From an optimization exercise on the open Yosys and OpenROAD flow, aimed at small area and a short achievable clock period; shortcuts taken in it are not production practice.
Function was checked by simulation only, so behaviour that the tests miss may differ from the original.
Power is estimated from default activity; no workload was simulated.

==> flow/design.v (excerpt) <==
module tdm_mac_top (
  input  logic               clk,
  input  logic               rst,
  input  logic               ce,
  input  logic               in_valid,
  input  logic [1:0]         in_ch,
  input  logic [1:0]         mode,
  input  logic signed [17:0] a,
  input  logic signed [17:0] b,
  input  logic signed [17:0] d,
  input  logic [7:0]         acc_len,
  output logic               out_valid,
  output logic [1:0]         out_ch,
  output logic signed [39:0] p,
  output logic               ovf
);
  dsp_tdm_mac u_mac (
    .clk(clk), .rst(rst), .ce(ce), .in_valid(in_valid), .in_ch(in_ch), .mode(mode),
    .a(a), .b(b), .d(d), .acc_len(acc_len),
    .out_valid(out_valid), .out_ch(out_ch), .p(p), .ovf(ovf)
  );
endmodule
Settings: LEC_CHECK=0, CAP_MARGIN=20, CORE_MARGIN=2, CORE_UTILIZATION=40, SETUP_SLACK_MARGIN=4.3, SLEW_MARGIN=20, TNS_END_PERCENT=5; clock period 8.2 ns.
standard.sh (not shown) runs the stock make flow with config.mk's settings and CLKGATE_MAP_FILE= SYNTH_SCRIPT=/design/flow/synth_recipe.tcl, a recipe that flattens the netlist after the stock synthesis.
==> flow/flow/run.sh <==
#!/bin/bash
# Own flow: the standard layout (standard.sh) with two changes that only
# save cell area:
#  * the input and output ports are buffered with the smallest buffer cell,
#    sky130_fd_sc_hd__buf_1 (the resizer still resizes them where needed);
#  * clock tree synthesis uses sky130_fd_sc_hd__clkbuf_8 with sink clusters of
#    at most 16 flip-flops, and inserts no dummy loads.
# The tool output goes to standard_flow.log here (and ORFS's own logs under
# orfs/logs/).
set -euo pipefail
bash standard.sh \
  "BUFFER_PORTS_ARGS=-buffer_cell sky130_fd_sc_hd__buf_1" \
  "CTS_ARGS=-sink_clustering_enable -repair_clock_nets -dont_use_dummy_load -buf_list sky130_fd_sc_hd__clkbuf_8 -sink_clustering_size 16 -sink_clustering_max_diameter 45" \
  finish > standard_flow.log 2>&1
Then changed:
==> flow/run.sh (new file) <==
#!/bin/bash
# synth_recipe.tcl (not shown) runs the flow's synth.tcl, then flattens the netlist and writes it again
# the make line also repeats each setting of config.mk as NAME=value (left out here)
make -C /OpenROAD-flow-scripts/flow DESIGN_CONFIG=/design/flow/config.mk WORK_HOME=/design/flow/orfs CLKGATE_MAP_FILE= SYNTH_SCRIPT=/design/flow/synth_recipe.tcl finish
SETUP_SLACK_MARGIN = 4.8   (was 4.3)
TNS_END_PERCENT = default   (was 5)
removed: flow/flow/run.sh
removed: flow/standard.sh
Result:
- core utilization goes up by 11 points
- cell count goes up by 9.9%
- setup slack loses 25 ps
- area after synthesis is unchanged
- maximum frequency goes down by 0.66%
- routed wire length goes up by 19%
- non-clock buffer count goes up by 297
- clock power goes up by 68%
- register-to-register slack loses 30 ps
- final area goes up by 25%
- via count goes up by 11%
Then changed:
==> flow/flow/run.sh (new file) <==
#!/bin/bash
# Own flow: the standard layout (standard.sh) with two changes that only
# save cell area:
#  * the input and output ports are buffered with the smallest buffer cell,
#    sky130_fd_sc_hd__buf_1 (the resizer still resizes them where needed);
#  * clock tree synthesis uses sky130_fd_sc_hd__clkbuf_8 with sink clusters of
#    at most 16 flip-flops, and inserts no dummy loads.
# The tool output goes to standard_flow.log here (and ORFS's own logs under
# orfs/logs/).
set -euo pipefail
bash standard.sh \
  "BUFFER_PORTS_ARGS=-buffer_cell sky130_fd_sc_hd__buf_1" \
  "CTS_ARGS=-sink_clustering_enable -repair_clock_nets -dont_use_dummy_load -buf_list sky130_fd_sc_hd__clkbuf_8 -sink_clustering_size 16 -sink_clustering_max_diameter 45" \
  finish > standard_flow.log 2>&1
==> flow/standard.sh (new file) <==
#!/bin/bash
# synth_recipe.tcl (not shown) runs the flow's synth.tcl, then flattens the netlist and writes it again
# the make line also repeats each setting of config.mk as NAME=value (left out here)
make -C /OpenROAD-flow-scripts/flow DESIGN_CONFIG=/design/flow/config.mk WORK_HOME=/design/flow/orfs CLKGATE_MAP_FILE= SYNTH_SCRIPT=/design/flow/synth_recipe.tcl "${@:-finish}"
SETUP_SLACK_MARGIN = 4.3   (was 4.8)
removed: flow/run.sh
Effect: The new run ran to the end with no violations; worst setup slack is better by 86 ps; worst hold slack is worse by 50 ps; sequential cell count is unchanged; global-route usage decreases by 3.0 points.
Then changed:
CORE_UTILIZATION = 60   (was 40)
The new run completed without violations. Via count climbs by 0.58%. Fmax drops by 0.84%. Clock power stays flat. First-iteration DRC count climbs by 7.0%. Power barely changes. Setup slack loses 32 ps. Synthesized area does not change. Cell count drops by 8.3%.

## separate check: timing with driven ports
In the flow no input, the clock included, has a driving cell. The finished layouts below were timed again as built, in two steps. Step 1 sets driving cells, clkbuf_16 on the clock port and buf_2 on the other inputs (assumed; they add their load-dependent delay and slew). Step 2, shift: input delay + t, output delay - t, t = (earliest + latest rising clock arrival at the registers) / 2. This alone moves slack from input paths to output paths. Slacks: no drivers / after step 1 / after step 2; pairs: no drivers / after step 1.
run | shift t [ns] | slack for setup (ns) | worst hold slack (ns) | slew at the worst register clock pin (ns) | worst data-port slew with drivers (ns)
the first run | 0.658 | 4.363 / 4.363 / 3.765 | 0.361 / 0.361 / 0.361 | 0.10 / 0.10 | 0.05
the second run | 0.644 | 4.337 / 4.337 / 4.004 | 0.409 / 0.409 / 0.409 | 0.07 / 0.07 | 0.07
the third run | 0.657 | 4.423 / 4.423 / 3.813 | 0.359 / 0.359 / 0.359 | 0.10 / 0.10 | 0.05
the fourth run | 0.670 | 4.391 / 4.391 / 3.792 | 0.401 / 0.401 / 0.401 | 0.09 / 0.09 | 0.20
After both steps every run listed still meets setup and hold. The setup slack of the third run, which loses most, moves by 0.000 ns with the drivers and by -0.610 ns with both steps.
